From an optimization exercise on the open Yosys and OpenROAD flow, aimed at small area, a short achievable clock period and few clock cycles per item; shortcuts taken in it are not production practice.
Only simulation tests tie the RTL to the original design; equivalence was not proved.

==> flow/design.v, too long to show whole: its modules and the start of the top module <==
// module fmul_fa: 10 lines
// module fmul_bsel8: 14 lines
// module fmul_pg: 11 lines
// module fmul_g: 8 lines
// module fmul_and: 7 lines
// module fmul_bsel2: 10 lines
// module fmul_ha: 9 lines
// module fmul_bsel: 10 lines
// module fmul_top: 1482 lines
module fmul_top (
  input  logic        clk,
  input  logic        rst_n,
  input  logic [31:0] op_a,
  input  logic [31:0] op_b,
  input  logic        start,
  input  logic        ready_in,
  output logic        valid_out,
  output logic        ready_out,
  output logic [31:0] result,
  output logic [3:0]  flags
);
  // ...
==> flow/run.sh <==
#!/bin/bash
# synth_recipe.tcl (not shown) runs the flow's synth.tcl, then flattens the netlist and writes it again
# the make line also repeats each setting of config.mk as NAME=value (left out here)
make -C /OpenROAD-flow-scripts/flow DESIGN_CONFIG=/design/flow/config.mk WORK_HOME=/design/flow/orfs CLKGATE_MAP_FILE= SYNTH_SCRIPT=/design/flow/synth_recipe.tcl finish
==> flow/config.mk <==
export PLATFORM = sky130hd
export DESIGN_NAME = fmul_top
export DESIGN_NICKNAME = fmul_top
export VERILOG_FILES = /design/flow/design.v
export SDC_FILE = /design/flow/constraint.sdc
export NUM_CORES = 4
export LEC_CHECK = 0
export ABC_CLOCK_PERIOD_IN_PS = 3500
export CAP_MARGIN = 20
export CORE_MARGIN = 2
export CORE_UTILIZATION = 40
export SETUP_SLACK_MARGIN = 4.4
export SLEW_MARGIN = 20
export SYNTH_HIERARCHICAL = 1
export SYNTH_MINIMUM_KEEP_SIZE = 0
export TNS_END_PERCENT = 0
==> flow/constraint.sdc <==
create_clock -name core_clock -period 8.0 [get_ports {clk}]
set_input_delay 1.6000 -clock core_clock [delete_from_list [all_inputs] [get_ports {clk}]]
set_output_delay 1.6000 -clock core_clock [all_outputs]
set_load 0.01 [all_outputs]
==> run notes, run 1 <==
fin util 0.483; Max Used Layer met4; RSZ-0062 raised after global routing yes; sum of buffers and inverters on the critical path 1; Crit Path Category register to register; via count 17800; multi-input logic portion of the cell area 0.597; share of layout cells above drive strength 1 0.136; clkbuf count 33; vias in the first global route 18300; Non-clk invs 131; DRT antenna net count 0; pin count of the biggest net entering global routing 87; status finished clean; M1 WL 28000 um; H-tree Lvls 1; synthesized instance count 2039; design area 28000 um^2; Post-CTS Setup Bufs 19; max-cap viol count 0; CTS tree yes; busiest grt layer met2; Tcrit/Tclk final 0.494; Post-layout nets 2734; gpl congestion 0.849; clock latency at the later pin of the worst-skew pair 0.58 ns; most common cell after layout, fill and taps aside xnor2_1; WP data arrival 4.21 ns; startpoint types register; worst reg2reg endpoint b2_r1[33]; met3 routed wirelength 6690 um
Testbench counts, summed over its fixed seeds: cycles 8,024, items 8,000.
==> inputs of run 2 (changes only) <==
==> flow/flow/run.sh (new file) <==
#!/bin/bash
# The standard layout (the standard.sh: ORFS synthesis to finish), with the
# ports buffered by sky130_fd_sc_hd__buf_2 instead of the flow's default pick.
set -euo pipefail
bash standard.sh 'BUFFER_PORTS_ARGS=-buffer_cell sky130_fd_sc_hd__buf_2'  finish > orfs_make.log 2>&1
==> flow/standard.sh (new file) <==
#!/bin/bash
# synth_recipe.tcl (not shown) runs the flow's synth.tcl, then flattens the netlist and writes it again
# the make line also repeats each setting of config.mk as NAME=value (left out here)
make -C /OpenROAD-flow-scripts/flow DESIGN_CONFIG=/design/flow/config.mk WORK_HOME=/design/flow/orfs CLKGATE_MAP_FILE= SYNTH_SCRIPT=/design/flow/synth_recipe.tcl "${@:-finish}"
--- a/flow/config.mk
+++ b/flow/config.mk
@@ -10,3 +10,3 @@
 export CORE_MARGIN = 2
-export CORE_UTILIZATION = 40
+export CORE_UTILIZATION = 55
 export SETUP_SLACK_MARGIN = 4.4
removed: flow/run.sh
==> run 2 against run 1 <==
Still clean on timing, DRC and antenna. First-iteration DRC count rose by 18%. Die area fell by 27%. Largest cell class unchanged. Highest routed layer is now met5.
==> run notes, run 2 <==
status finished clean; die area 44500 um^2; Antenna Cells 0; CP max-delay cell edfxtp_1; clock sinks 228; DRT antenna net count 0 (unchanged); most common cell after layout, fill and taps aside xnor2_1; via count 17500 (-1.4%); Tcrit/Tclk final 0.514 (+0.0201); Avg Cell Area, Syn 11.5 um^2; Worst Skew 0.0278 ns; Finish-stage setup viols 0; Routed WL 64900 um; port bufs 105; Crit path max-delay family adder cells; CTS max path bufs 3; num rows 75; Layout fillers 3472; WP data required 8.28 ns; synthesized cell area 23500 um^2; pin count of the biggest net entering global routing 144 (+66%); Post-layout nets 2689 (-1.6%); startpoint types register; met1 usage 0.418; total grt overflow 0; Core Area 42100 um^2; hold buffers post-CTS 0; antenna violations before repair 2; Global Route Usage Sum 0.299; RSZ-0062 raised after global routing yes; WP data arrival 4.40 ns (+0.19 ns); total CTS buffers 26; Largest Register b2_r0; Synth-to-Final Area Change 12.4%; Initial DRC Count 1859; GR Util met2 0.469; Largest register FFs 48; clock latency at the later pin of the worst-skew pair 0.58 ns (about the same); Worst-path clk slew 0.06 ns; Crit Path Category register to register; Slew Limit Fails 0; Slew HR 0.465; drt pass-1 iters 6; slowest cell delay on critical path 0.84 ns; most frequent cells in the layout xnor2_1, a22oi_1, fa_1; Detailed Place HPWL 41700 um; Worst-Margin Slew 0.802 ns; gpl congestion 0.848 (-0.15%); Syn. warnings 7; met3 Use GR 0.0666; synthesized instance count 2039 (unchanged); busiest grt layer met2; Hold Crit Class register to register; vias in the first global route 18400 (+0.38%); Die Span X 211 um; H-tree Lvls 1 (unchanged); first-pass GRT wire length 103000 um; Fmax 243 MHz; CTS tree yes; # DRC 0; Via density 6.27; IO Pins 106; clk root buf clkbuf_16; tightest hold margin 0.413 ns; post-DR wirelength/cell 23.2 um; worst path cell trace a21oi_1, xnor2_1, fa_1, fa_1, fa_1, fa_1, fa_1; Top Registers b2_r0 (48), b2_r1 (47); sum of buffers and inverters on the critical path 0 (-1); CP Max Fanout 13; minimum clock period 4.12 ns; share of layout cells above drive strength 1 0.127 (-0.00913); final hold vios 0; Initial Util 0.559; max-cap viol count 0 (unchanged); most used cell, CP fa_1; final setup TNS 0 ns; crit end category register; Die Y 211 um
[run 2: repair_timing]
item	4_1_cts	5_1_grt
setup endpoints to repair	122	120
pin swaps	5	4
resized for setup	32	13
gates cloned	3	0
setup buffers	9	6
[run 2: stage by stage]
stage	utilization	instance area [um^2]	cells	setup slack, ns
detailed placement	0.598	25200	2730	3.26
CTS	0.625	26300	2789	3.93
floorplan	-	23600	2061	3.17
finish	0.628	26500	2795	3.88
global placement	0.597	25200	2729	3.31
global route	0.628	26500	2795	3.79
[run 2: metal layers]
metal	up-vias	share of wire
li1	7782	-
met5	-	0.00042
met4	4	0.027
met3	149	0.096
met1	8699	0.42
met2	880	0.45
[run 2: worst paths after layout]
check | start | end | slack [ns] | cells past startpoint
worst max register to register | b1_bt[4] | b2_r1[32] | 3.88 | 7
max in group asynchronous | rst_n | vh | 7.07 | 1
min in group asynchronous | rst_n | v1 | 0.83 | 1
worst min register to register | b1_esum[5] | b2_esum[5] | 0.41 | 0
worst max-delay path | b1_bt[4] | b2_r1[32] | 3.88 | 7
worst min-delay path | b1_esum[5] | b2_esum[5] | 0.41 | 0
[run 2: layout make-up]
class	count	area, um^2	share of cell area
clock buffer	33	707	0.0267
tap	539	674	0.0255
inverter	131	494	0.0187
sequential	228	6830	0.258
clock inverter	14	168	0.00634
timing repair buffer	184	1230	0.0467
multi-input combinational	1666	16300	0.618
==> inputs of run 3 (changes only) <==
--- a/flow/config.mk
+++ b/flow/config.mk
@@ -10,3 +10,4 @@
 export CORE_MARGIN = 2
-export CORE_UTILIZATION = 55
+export CORE_UTILIZATION = 50
+export PLACE_DENSITY = 0.75
 export SETUP_SLACK_MARGIN = 4.4
==> run 3 against run 2 <==
Via count grew 3.6%. Die area increased by 9.8%. Still clean on timing, DRC and antenna. Worst setup slack gained 0.035 ns. Final area up 2.2%. Clock-buffer cell count decreased by 4. Utilization shrank 4.7 points. Sequential cell count unchanged. Area after synthesis did not move.
==> run notes, run 3 <==
post-DR wirelength/cell 23.2 um (-0.32%); CTS max path bufs 3 (unchanged); Crit Path Category register to register; Crit path max-delay family adder cells; Syn. warnings 7 (unchanged); synthesized cell area 23500 um^2 (unchanged); pin count of the biggest net entering global routing 70 (-51%); Detailed Place HPWL 41700 um (about the same); Finish-stage setup viols 0 (unchanged); Slew HR 0.251 (-0.214); RSZ-0062 raised after global routing yes; WP data required 8.29 ns (about the same); Largest Register b2_r0; clk root buf clkbuf_16; via count 18100 (+3.6%); status finished clean; Global Route Usage Sum 0.268 (-0.0314); Worst Skew 0.0151 ns (-0.0127 ns); most frequent cells in the layout xnor2_1, a22oi_1, fa_1; crit end category register; CP max-delay cell edfxtp_1; synthesized instance count 2039 (unchanged); antenna violations before repair 1 (-1); fin util 0.581 (-0.0472); first-pass GRT wire length 104000 um (+1.3%); clock latency at the later pin of the worst-skew pair 0.56 ns (-0.02 ns); # DRC 0 (unchanged); Synth-to-Final Area Change 14.8%; port bufs 105 (unchanged); Top Registers b2_r0 (48), b2_r1 (47); most used cell, CP fa_1; gpl congestion 0.878 (+3.6%); CP Max Fanout 13 (unchanged); Hold Crit Class register to register; num rows 79 (+5.3%); vias in the first global route 18900 (+2.7%); WP data arrival 4.37 ns (-0.03 ns); drt pass-1 iters 8 (+2); worst path cell trace a22oi_1, xnor2_1, fa_1, fa_1, fa_1, fa_1, fa_1; Core Area 46600 um^2 (+10%); most common cell after layout, fill and taps aside xnor2_1; Avg Cell Area, Syn 11.5 um^2 (unchanged); minimum clock period 4.08 ns (-0.0348 ns); Worst-Margin Slew 1.12 ns (+0.321 ns); IO Pins 106 (unchanged); slowest cell delay on critical path 0.85 ns (about the same); Via density 6.28 (+0.19%); total grt overflow 0 (unchanged); share of layout cells above drive strength 1 0.143 (+0.0157); Die Y 221 um (+4.8%); startpoint types register; Fmax 245 MHz (+0.85%); Die Span X 221 um (+4.8%); Post-layout nets 2714 (+0.93%); Initial DRC Count 2536 (+36%); DRT antenna net count 0 (unchanged); CTS tree yes; Routed WL 66900 um (+3.1%); clock sinks 228 (unchanged); max-cap viol count 0 (unchanged); Worst-path clk slew 0.06 ns (about the same); Largest register FFs 48 (unchanged); H-tree Lvls 1 (unchanged); final hold vios 0 (unchanged); Tcrit/Tclk final 0.510 (-0.00435); final setup TNS 0 ns (unchanged); total CTS buffers 26 (unchanged); die area 48800 um^2 (+9.8%); Slew Limit Fails 0 (unchanged); sum of buffers and inverters on the critical path 0 (unchanged); Initial Util 0.506 (-0.0531)
run 3: routing by layer:
layer,track usage,vias to the layer above,share of wire
met5,0.00293,-,0
met4,0.107,0,0.045
met3,0.0652,273,0.11
met2,0.427,1186,0.46
met1,0.353,8843,0.38
li1,-,7841,-
run 3: cell type report:
type                    instances  area (um^2)
clock buffers                  29          683
clock inverters                18          201
multi-input cells            1671        16500
fillers                      3746        19500
diodes                          2         5.00
inverters                     131          494
flip-flops and latches        228         6830
repair buffers                204         1580
well taps                     607          759
run 3: path summary, 6_finish.rpt:
kind | depth (start not counted) | endpoint | start
max | 7 | b2_r1[23] | b1_bt[2]
min | 0 | b2_inf | b1_inf
max reg2reg | 7 | b2_r1[23] | b1_bt[2]
min reg2reg | 0 | b2_inf | b1_inf
max in group asynchronous | 1 | v1 | rst_n
min in group asynchronous | 1 | vh | rst_n
run 3: worst register-to-register path, cell delays in order, from the launching register on:
cell      delay, ns
edfxtp_1       0.85
a22oi_1        0.23
xnor2_1        0.26
fa_1           0.49
fa_1           0.47
fa_1           0.50
fa_1           0.60
fa_1           0.43
run 3: what timing repair did:
item,in CTS,in global routing
pin swaps,9,11
buffers inserted,29,15
endpoints found under the setup margin,121,149
gates resized for setup,41,24
gates cloned,5,4
hold buffers,0,0
run 3: through the flow:
step	hold WS, ns	std cells	instance area [um^2]	worst slack (ns)
after detailed placement	0.405	2788	25200	3.15
after global placement	0.401	2787	25200	3.22
after floorplan	0.400	2061	23600	3.17
after CTS	0.414	2869	26700	3.99
final	0.412	2890	27000	3.92
after global routing	0.431	2890	27000	3.88
==> inputs of run 4 (changes only) <==
--- a/flow/config.mk
+++ b/flow/config.mk
@@ -10,4 +10,4 @@
 export CORE_MARGIN = 2
-export CORE_UTILIZATION = 50
-export PLACE_DENSITY = 0.75
+export CORE_UTILIZATION = 40
+export CTS_BUF_LIST = sky130_fd_sc_hd__clkbuf_4 sky130_fd_sc_hd__clkbuf_8
 export SETUP_SLACK_MARGIN = 4.4
==> run 4 against run 3 <==
Final cell count increased by 5.9%. Clock skew increased by 0.010 ns. Critical path type unchanged. Still clean. Sequential cell count unchanged. Sequential share of layout area increased by 0.10 points. Worst hold slack improved by 0.0066 ns. Area after synthesis unchanged.
==> run notes, run 4 <==
status finished clean; Avg Cell Area, Syn 11.5 um^2 (unchanged); synthesized instance count 2039 (unchanged); Largest Register b2_r0; Slew HR 0.334 (+0.0822); CP Max Fanout 13 (unchanged); Global Route Usage Sum 0.224 (-0.0443); num rows 88 (+11%); first-pass GRT wire length 105000 um (+0.89%); Syn. warnings 7 (unchanged); most frequent cells in the layout xnor2_1, a22oi_1, fa_1; total CTS buffers 43 (+65%); crit end category register; fin util 0.465 (-0.116); setup slack at placement 3.28 ns (+0.138 ns); Initial Util 0.406 (-0.0992); die area 60800 um^2 (+25%); antenna violations before repair 3 (+2); Fmax 243 MHz (-1.0%); H-tree Lvls 2 (+1); Die Y 247 um (+12%); clock sinks 228 (unchanged); Finish-stage setup viols 0 (unchanged); Worst Skew 0.0252 ns (+0.0100 ns); RSZ-0062 raised after global routing yes; final hold vios 0 (unchanged); post-DR wirelength/cell 22.1 um (-4.5%); via count 17700 (-2.6%); most common cell after layout, fill and taps aside xnor2_1; max-cap viol count 0 (unchanged); Largest register FFs 48 (unchanged); # DRC 0 (unchanged); synthesized cell area 23500 um^2 (unchanged); CTS tree yes; Detailed Place HPWL 42900 um (+2.9%); DP Area 25400 um^2 (+1.0%); port bufs 105 (unchanged); Worst-Margin Slew 1.00 ns (-0.123 ns); Die Span X 247 um (+12%); Final WS setup 3.88 ns (-0.0425 ns); gpl congestion 0.847 (-3.6%); Hold Crit Class register to register; Worst-path clk slew 0.06 ns (about the same); final setup TNS 0 ns (unchanged); clock latency at the later pin of the worst-skew pair 0.62 ns (+0.06 ns); Via density 5.77 (-8.0%); Initial DRC Count 1590 (-37%); Crit Path Category register to register; share of layout cells above drive strength 1 0.146 (+0.00274); vias in the first global route 18500 (-2.2%); Post-layout nets 2711 (-0.11%); Synth-to-Final Area Change 14.4%; drt pass-1 iters 6 (-2); Routed WL 67700 um (+1.2%); CTS max path bufs 3 (unchanged); Tcrit/Tclk final 0.515 (+0.00531); IO Pins 106 (unchanged); pin count of the biggest net entering global routing 77 (+10%); total grt overflow 0 (unchanged); WP data arrival 4.45 ns (+0.08 ns); tightest hold margin 0.419 ns (+0.00661 ns); Core Area 57900 um^2 (+24%); minimum clock period 4.12 ns (+0.0425 ns); design area 26900 um^2 (-0.41%); startpoint types register; DRT antenna net count 0 (unchanged); WP data required 8.33 ns (+0.04 ns); clk root buf clkbuf_8; Top Registers b2_r0 (48), b2_r1 (47); Slew Limit Fails 0 (unchanged)
==> run 4: cell count changes in the layout (fill, tap and decap cells not counted), sizes merged, moves of 2 or more <==
cell,change
clkinv,+5
bufinv,+2
a21o,-2
buf,-15
clkbuf,+21
clkinvlp,+5
==> run 4: layer usage <==
layer  GRT usage  part of all wire  vias to the layer above
li1            -                 -                     7832
met1       0.298              0.42                     8750
met2       0.355              0.46                      884
met3      0.0539             0.093                      198
met4      0.0774             0.033                        0
met5           0                 0                        -
==> run 4: worst max-delay path: stages (launching register included) <==
cell,delay [ns]
edfxtp_1,0.90
a22oi_1,0.22
xnor2_1,0.24
fa_1,0.46
fa_1,0.50
fa_1,0.43
fa_1,0.49
fa_1,0.59
==> run 4: path summary, 6_finish.rpt <==
path	startpoint	endpoint	cells past startpoint
min reg2reg	b2_inf	h_inf	0
min in group asynchronous	rst_n	v1	1
min	b2_inf	h_inf	0
max in group asynchronous	rst_n	vh	1
max	b1_bt[8]	b2_r1[32]	7
max reg2reg	b1_bt[8]	b2_r1[32]	7
==> run 4: layout make-up <==
cell class	count	area, um^2
inverters	131	494
flip-flops and latches	228	6830
fillers	5400	31000
well taps	765	957
multi-input cells	1667	16400
clock inverters	29	305
diodes	2	5.00
repair buffers	188	1260
clock buffers	50	651
==> run 4: what timing repair did <==
| item | CTS | global route |
|---|---|---|
| cloned | 2 | 1 |
| resized for setup | 32 | 26 |
| hold buffers | 0 | 0 |
| pin swaps | 7 | 10 |
| setup buffers | 9 | 11 |
| setup endpoints to repair | 117 | 116 |
==> run 4: metrics by stage <==
step,std cells
global placement,2955
finish,3060
detailed placement,2955
CTS,3045
global route,3059
floorplan,2061
==> inputs of run 5 (changes only) <==
--- a/flow/config.mk
+++ b/flow/config.mk
@@ -11,3 +11,3 @@
 export CORE_UTILIZATION = 40
-export CTS_BUF_LIST = sky130_fd_sc_hd__clkbuf_4 sky130_fd_sc_hd__clkbuf_8
+export CTS_BUF_LIST = sky130_fd_sc_hd__clkbuf_8
 export SETUP_SLACK_MARGIN = 4.4
==> run 5 against run 4 <==
Still clean on timing, DRC and antenna. Clock-buffer cell count fell by 6. First-iteration DRC count rose by 3.4%. Final cell count did not move. Utilization barely moved. Die area did not move. Via count fell by 0.42%. Critical path type unchanged. Critical endpoint unchanged.
==> run notes, run 5 <==
non-filler cells, final 3060 (unchanged); synthesized instance count 2039 (unchanged); Initial DRC Count 1644 (+3.4%); Worst-Margin Slew 1.00 ns (+0.00135 ns); M1 WL 27900 um (-1.1%); CTS max path bufs 3 (unchanged); Syn. warnings 7 (unchanged); most common cell after layout, fill and taps aside xnor2_1; met3 routed wirelength 6650 um (+5.6%); Avg Cell Area, Syn 11.5 um^2 (unchanged); Worst-path clk slew 0.06 ns (about the same); Max Used Layer met4; final hold vios 0 (unchanged); Fmax 243 MHz (+0.34%); Via density 5.75 (-0.42%); RSZ-0062 raised after global routing yes; Global Route Usage Sum 0.224 (unchanged); IO Pins 106 (unchanged); WP data arrival 4.43 ns (-0.02 ns); minimum clock period 4.11 ns (-0.0139 ns); dpl cells 2955 (unchanged); Layout fillers 5406 (+0.11%); port bufs 105 (unchanged); Die Y 247 um (unchanged); vias in the first global route 18500 (unchanged); Synth-to-Final Area Change 14.3% (about the same); Tcrit/Tclk final 0.514 (-0.00174); Detailed Place HPWL 42900 um (unchanged); hold buffers post-CTS 0 (unchanged); Largest Register b2_r0; Finish-stage setup viols 0 (unchanged); total CTS buffers 43 (unchanged); Initial Util 0.406 (unchanged); status finished clean; startpoint types register; clock sinks 228 (unchanged); Hold Crit Class register to register; crit end category register; CTS tree yes; synthesized cell area 23500 um^2 (unchanged); Core Area 57900 um^2 (unchanged); Met2 Wirelength 31000 um (about the same); Largest register FFs 48 (unchanged); Top Registers b2_r0 (48), b2_r1 (47); final setup TNS 0 ns (unchanged); num rows 88 (unchanged); post-DR wirelength/cell 22.1 um (-0.10%); CP Max Fanout 13 (unchanged); drt pass-1 iters 6 (unchanged); # DRC 0 (unchanged); Crit Path Category register to register; DRT antenna net count 0 (unchanged); first-pass GRT wire length 105000 um (unchanged); WP data required 8.32 ns (about the same); Slew Limit Fails 0 (unchanged); die area 60800 um^2 (unchanged); clk root buf clkbuf_8; clock latency at the later pin of the worst-skew pair 0.62 ns (about the same); Slew HR 0.333 (-0.000900); via count 17600 (-0.42%); tightest hold margin 0.419 ns (-0.000213 ns); H-tree Lvls 2 (unchanged); pin count of the biggest net entering global routing 77 (unchanged); Die Span X 247 um (unchanged); max-cap viol count 0 (unchanged); Post-layout nets 2711 (unchanged); total grt overflow 0 (unchanged); share of layout cells above drive strength 1 0.143 (-0.00262); most frequent cells in the layout xnor2_1, a22oi_1, fa_1; gpl congestion 0.847 (unchanged); Routed WL 67600 um (-0.10%); antenna violations before repair 3 (unchanged); Worst Skew 0.0256 ns (+0.000367 ns)
==> run 5: routing by layer <==
layer  vias to the layer above  GRT usage
met5                         -          0
met3                       175     0.0539
li1                       7831          -
met1                      8686      0.298
met4                         0     0.0774
met2                       897      0.355
==> run 5: cell type report <==
type,instances,area (um^2),share of cell area
diodes,2,5.00,0.000186
inverters,131,494,0.0184
multi-input cells,1667,16400,0.610
clock inverters,35,328,0.0122
flip-flops and latches,228,6830,0.254
well taps,765,957,0.0356
repair buffers,188,1260,0.0469
clock buffers,44,606,0.0225
==> run 5: worst paths after layout <==
path / to / slack, ns / depth (start not counted) / start
min in group asynchronous: v1 / 0.76 / 1 / rst_n
setup reg to reg: b2_r1[32] / 3.89 / 7 / b1_bt[8]
max in group asynchronous: vh / 7.12 / 1 / rst_n
setup / recovery: b2_r1[32] / 3.89 / 7 / b1_bt[8]
hold / removal: h_inf / 0.42 / 0 / b2_inf
hold reg to reg: h_inf / 0.42 / 0 / b2_inf
==> run 5: what timing repair did <==
action / in CTS / in global routing
gates resized for setup: 32 / 26
endpoints found under the setup margin: 117 / 116
gates cloned: 2 / 1
setup buffers: 9 / 11
pin swaps: 7 / 10
==> run 5: critical path, stage by stage (launching register included) <==
cell and delay (ns):
edfxtp_1 0.89, a22oi_1 0.22, xnor2_1 0.24, fa_1 0.47
fa_1 0.50, fa_1 0.43, fa_1 0.49, fa_1 0.59
==> run 5: stage by stage <==
step | setup slack, ns | area, um^2 | utilization
3_5_place_dp | 3.28 | 25400 | 0.439
6_report | 3.89 | 26900 | 0.464
2_1_floorplan | 3.17 | 23600 | -
5_1_grt | 3.79 | 26900 | 0.464
4_1_cts | 3.87 | 26600 | 0.459
3_3_place_gp | 3.22 | 25400 | 0.439
==> inputs of run 6 (changes only) <==
--- a/flow/config.mk
+++ b/flow/config.mk
@@ -11,3 +11,2 @@
 export CORE_UTILIZATION = 40
-export CTS_BUF_LIST = sky130_fd_sc_hd__clkbuf_8
 export SETUP_SLACK_MARGIN = 4.4
==> run 6 against run 5 <==
First-iteration DRC count decreased by 8.0%. Clock-buffer cell count shrank 11. Synthesized cell count unchanged. Largest cell class unchanged. Die area unchanged. Final cell count decreased by 0.56%. Fmax rose by 3.2%. Non-clock buffer count rose by 9. Area after synthesis unchanged. Critical path depth is the same. Critical path type is now register to output pin. Global-route usage down 0.079 points.
==> run notes, run 6 <==
Top Registers b2_r0 (48), b2_r1 (47); fin util 0.466 (+0.00171); Crit. path cell count 7 (unchanged); Tcrit/Tclk final 0.498 (-0.0161); DRT antenna net count 0 (unchanged); final setup TNS 0 ns (unchanged); clk root buf clkbuf_16; clock latency at the later pin of the worst-skew pair 0.58 ns (-0.04 ns); slowest cell delay on critical path 0.54 ns (-0.35 ns); Antenna Cells 0 (-2); setup slack at placement 3.28 ns (unchanged); Initial DRC Count 1513 (-8.0%); sum of buffers and inverters on the critical path 3 (+3); Layout fillers 5408 (+0.037%); RSZ-0062 raised after global routing yes; IO Pins 106 (unchanged); CP Max Fanout 6 (-7); tightest hold margin 0.421 ns (+0.00206 ns); Die Y 247 um (unchanged); Hold Crit Class register to register; max-cap viol count 0 (unchanged); Die Span X 247 um (unchanged); post-DR wirelength/cell 22.3 um (+0.95%); vias in the first global route 18500 (-0.12%); Worst Skew 0.0241 ns (-0.00150 ns); Post-layout nets 2708 (-0.11%); # DRC 0 (unchanged); drt pass-1 iters 7 (+1); CTS tree yes; WP data arrival 2.38 ns (-2.05 ns); Global Route Usage Sum 0.223 (-0.000787); status finished clean; H-tree Lvls 1 (-1); hold buffers post-CTS 0 (unchanged); Crit path max-delay family flip-flops; Largest register FFs 48 (unchanged); CP max-delay cell edfxtp_1; most frequent cells in the layout xnor2_1, a22oi_1, fa_1; via count 17600 (+0.11%); CTS max path bufs 3 (unchanged); total CTS buffers 28 (-35%); total grt overflow 0 (unchanged); Finish-stage setup viols 0 (unchanged); dpl cells 2955 (unchanged); synthesized cell area 23500 um^2 (unchanged); num rows 88 (unchanged); Synth-to-Final Area Change 14.7%; crit end category output pin; Routed WL 67900 um (+0.39%); Slew HR 0.298 (-0.0349); gpl congestion 0.847 (unchanged); worst reg2reg endpoint b2_r1[22]; antenna violations before repair 2 (-1); Fmax 251 MHz (+3.2%); Via density 5.79 (+0.67%); Final WS setup 4.02 ns (+0.129 ns); share of layout cells above drive strength 1 0.143 (-0.000375); clock sinks 228 (unchanged); startpoint types register; synthesized instance count 2039 (unchanged); Avg Cell Area, Syn 11.5 um^2 (unchanged); Crit Path Category register to output pin; die area 60800 um^2 (unchanged); Core Area 57900 um^2 (unchanged); worst r2r src b1_fa[18]; CP Launch Point h_inc2; Worst-path clk slew 0.06 ns (about the same); critical path capture point result[27]; Worst-Margin Slew 1.04 ns (+0.0427 ns); Slew Limit Fails 0 (unchanged); Detailed Place HPWL 42900 um (unchanged); worst path cell trace buf_4, inv_2, fa_2, nand3b_1, xor2_1, o21ai_0, buf_2; R2R cell count 8 (+1); non-filler cells, final 3043 (-0.56%); first-pass GRT wire length 105000 um (+0.14%); Initial Util 0.406 (unchanged); Largest Register b2_r0; Syn. warnings 7 (unchanged); port bufs 105 (unchanged); minimum clock period 3.98 ns (-0.129 ns); final hold vios 0 (unchanged); WP data required 6.40 ns (-1.92 ns); most common cell after layout, fill and taps aside xnor2_1; pin count of the biggest net entering global routing 77 (unchanged)
## run 6: per-layer routing
metal  track usage  wire length (um)
met3        0.0531              6460
met5             0                13
met4        0.0703              1990
met1         0.296             27900
met2         0.359             31500
## run 6: cell type report
cell class                      count  area (um^2)  area share
Inverter                          131          494      0.0183
Clock inverter                     19          156     0.00579
Clock buffer                       33          719      0.0266
Sequential cell                   228         6830       0.253
Timing Repair Buffer              197         1370      0.0507
Multi-Input combinational cell   1670        16500       0.610
Tap cell                          765          957      0.0355
## run 6: worst register-to-register path: stages (launching register included)
cell      delay (ns)
edfxtp_1        0.32
buf_4           0.38
a22oi_1         0.20
xnor2_1         0.27
fa_1            0.49
fa_1            0.52
fa_1            0.44
fa_1            0.59
fa_1            0.48
## run 6: what timing repair did
item                                    in CTS  in global routing
endpoints found under the hold margin        0                  0
pin swaps                                   12                 13
gates resized for setup                     45                 24
endpoints found under the setup margin     116                110
gates cloned                                 4                  2
setup buffers                               17                 12
## run 6: worst min-delay path by stage
| stage | end | cells past startpoint | start | slack [ns] |
|---|---|---|---|---|
| floorplan | b2_esum[0] | 0 | b1_esum[0] | 0.40 |
| global placement | b2_esum[3] | 0 | b1_esum[3] | 0.40 |
| detailed placement | b2_esum[4] | 0 | b1_esum[4] | 0.40 |
| CTS | h_inf | 0 | b2_inf | 0.42 |
| global route | b2_esum[2] | 0 | b1_esum[2] | 0.43 |
| finish | h_inf | 0 | b2_inf | 0.42 |
## run 6: stage by stage
step | cell area (um^2)
2_1_floorplan | 23600
3_3_place_gp | 25400
3_5_place_dp | 25400
4_1_cts | 26800
5_1_grt | 27000
6_report | 27000
==> inputs of run 7 (changes only) <==
--- a/flow/config.mk
+++ b/flow/config.mk
@@ -11,3 +11,3 @@
 export CORE_UTILIZATION = 40
-export SETUP_SLACK_MARGIN = 4.4
+export SETUP_SLACK_MARGIN = 4.7
 export SLEW_MARGIN = 20
==> run 7 against run 6 <==
Critical endpoint unchanged. Critical path type unchanged. Synthesized cell count is the same. Largest cell class unchanged. Sequential cell count stayed put. Area after synthesis unchanged. Still clean on timing, DRC and antenna.
==> run notes, run 7 <==
Tcrit/Tclk final 0.498 (unchanged); drt pass-1 iters 7 (unchanged); total CTS buffers 28 (unchanged); WP data required 6.40 ns (about the same); DRT antenna net count 0 (unchanged); Initial DRC Count 1513 (unchanged); total grt overflow 0 (unchanged); antenna violations before repair 2 (unchanged); Core Area 57900 um^2 (unchanged); Post-layout nets 2708 (unchanged); Largest register FFs 48 (unchanged); Routed WL 67900 um (unchanged); synthesized cell area 23500 um^2 (unchanged); Die Y 247 um (unchanged); CTS max path bufs 3 (unchanged); # DRC 0 (unchanged); num rows 88 (unchanged); status finished clean; Detailed Place HPWL 42900 um (unchanged); Largest Register b2_r0; Global Route Usage Sum 0.223 (unchanged); Worst-path clk slew 0.06 ns (about the same); dpl cells 2955 (unchanged); final setup TNS 0 ns (unchanged); Initial Util 0.406 (unchanged); fin util 0.466 (unchanged); CTS tree yes; port bufs 105 (unchanged); first-pass GRT wire length 105000 um (unchanged); gpl congestion 0.847 (unchanged); max-cap viol count 0 (unchanged); vias in the first global route 18500 (unchanged); Slew HR 0.298 (unchanged); IO Pins 106 (unchanged); Top Registers b2_r0 (48), b2_r1 (47); Hold Crit Class register to register; Worst Skew 0.0241 ns (unchanged); non-filler cells, final 3043 (unchanged); Via density 5.79 (unchanged); Slew Limit Fails 0 (unchanged); H-tree Lvls 1 (unchanged); CP Max Fanout 6 (unchanged); Syn. warnings 7 (unchanged); clk root buf clkbuf_16; Layout fillers 5408 (unchanged); crit end category output pin; Die Span X 247 um (unchanged); synthesized instance count 2039 (unchanged); RSZ-0062 raised after global routing yes; setup slack at placement 3.28 ns (unchanged); die area 60800 um^2 (unchanged); clock sinks 228 (unchanged); post-DR wirelength/cell 22.3 um (unchanged); share of layout cells above drive strength 1 0.143 (unchanged); clock latency at the later pin of the worst-skew pair 0.58 ns (about the same); Antenna Cells 0 (unchanged); Final WS setup 4.02 ns (unchanged); WP data arrival 2.38 ns (about the same); pin count of the biggest net entering global routing 77 (unchanged); Crit Path Category register to output pin; via count 17600 (unchanged); Synth-to-Final Area Change 14.7% (unchanged); minimum clock period 3.98 ns (unchanged); startpoint types register; Avg Cell Area, Syn 11.5 um^2 (unchanged); Fmax 251 MHz (unchanged); Finish-stage setup viols 0 (unchanged); most common cell after layout, fill and taps aside xnor2_1; most frequent cells in the layout xnor2_1, a22oi_1, fa_1; Worst-Margin Slew 1.04 ns (unchanged); final hold vios 0 (unchanged)
## run 7: cell counts in the layout (fill, tap and decap cells not counted)
No cell type changed its count.
## run 7: metal layers
metal / global-route usage / routed length (um) / vias up
met4: 0.0703 / 1990 / 2
met1: 0.296 / 27900 / 8729
met5: 0 / 13 / -
li1: - / - / 7820
met3: 0.0531 / 6460 / 170
met2: 0.359 / 31500 / 887
## run 7: area by class of cell
cell class | instances | area, um^2 | area share
Inverter | 131 | 494 | 0.0183
Clock inverter | 19 | 156 | 0.00579
Timing Repair Buffer | 197 | 1370 | 0.0507
Sequential cell | 228 | 6830 | 0.253
Clock buffer | 33 | 719 | 0.0266
Multi-Input combinational cell | 1670 | 16500 | 0.610
Tap cell | 765 | 957 | 0.0355
## run 7: critical path: stages, from the launching register on
cell      delay (ns)
edfxtp_1        0.54
buf_4           0.18
inv_2           0.03
fa_2            0.33
nand3b_1        0.20
xor2_1          0.16
o21ai_0         0.20
buf_2           0.17
## run 7: path summary, 6_finish.rpt
path	startpoint	to	cells past startpoint
min in group asynchronous	rst_n	vh	1
hold / removal	b2_inf	h_inf	0
setup / recovery	h_inc2	result[27]	7
setup reg to reg	b1_fa[18]	b2_r1[22]	8
hold reg to reg	b2_inf	h_inf	0
max in group asynchronous	rst_n	v1	1
## run 7: repair_timing
item                       in CTS  in global routing
pin swaps                      12                 13
hold buffers                    0                  0
gates resized for setup        45                 24
setup buffers                  17                 12
cloned                          4                  2
setup endpoints to repair     273                274
## run 7: stage by stage
stage          hold slack [ns]  instance area [um^2]
2_1_floorplan            0.400                 23600
3_3_place_gp             0.400                 25400
3_5_place_dp             0.405                 25400
4_1_cts                  0.418                 26800
5_1_grt                  0.431                 27000
6_report                 0.421                 27000

==> afterwards: timing with drivers on the ports <==
In the flow no input, the clock included, has a driving cell. The finished layouts below were timed again as built, in two steps. Step 1: set_driving_cell puts a clkbuf_16 on clk and a buf_2 on each other input, an assumption about the parent block. Step 2 also shifts input and output timing later by t, the mid clock arrival at the registers, as if the neighbouring blocks saw the same clock. a / b / c = ideal / step 1 / step 2; a / b = the first two.
run | t (ns) | slack for setup (ns) | worst data-port slew with drivers (ns) | pins driven straight from the clock port
run 1 | 0.613 | 4.046 / 4.020 / 3.873 | 0.08 | 1
run 2 | 0.622 | 3.884 / 3.884 / 3.884 | 0.04 | 1
run 3 | 0.611 | 3.919 / 3.919 / 3.919 | 0.07 | 1
run 4 | 0.661 | 3.877 / 3.877 / 3.877 | 0.06 | 1
run 5 | 0.660 | 3.891 / 3.881 / 3.891 | 0.06 | 1
run 6 | 0.626 | 4.020 / 3.960 / 3.997 | 0.06 | 1
run 7 | 0.626 | 4.020 / 3.960 / 3.997 | 0.06 | 1
After both steps every run listed still meets setup and hold. The setup slack of run 1, which loses most, moves by -0.026 ns with the drivers and by -0.173 ns with both steps.
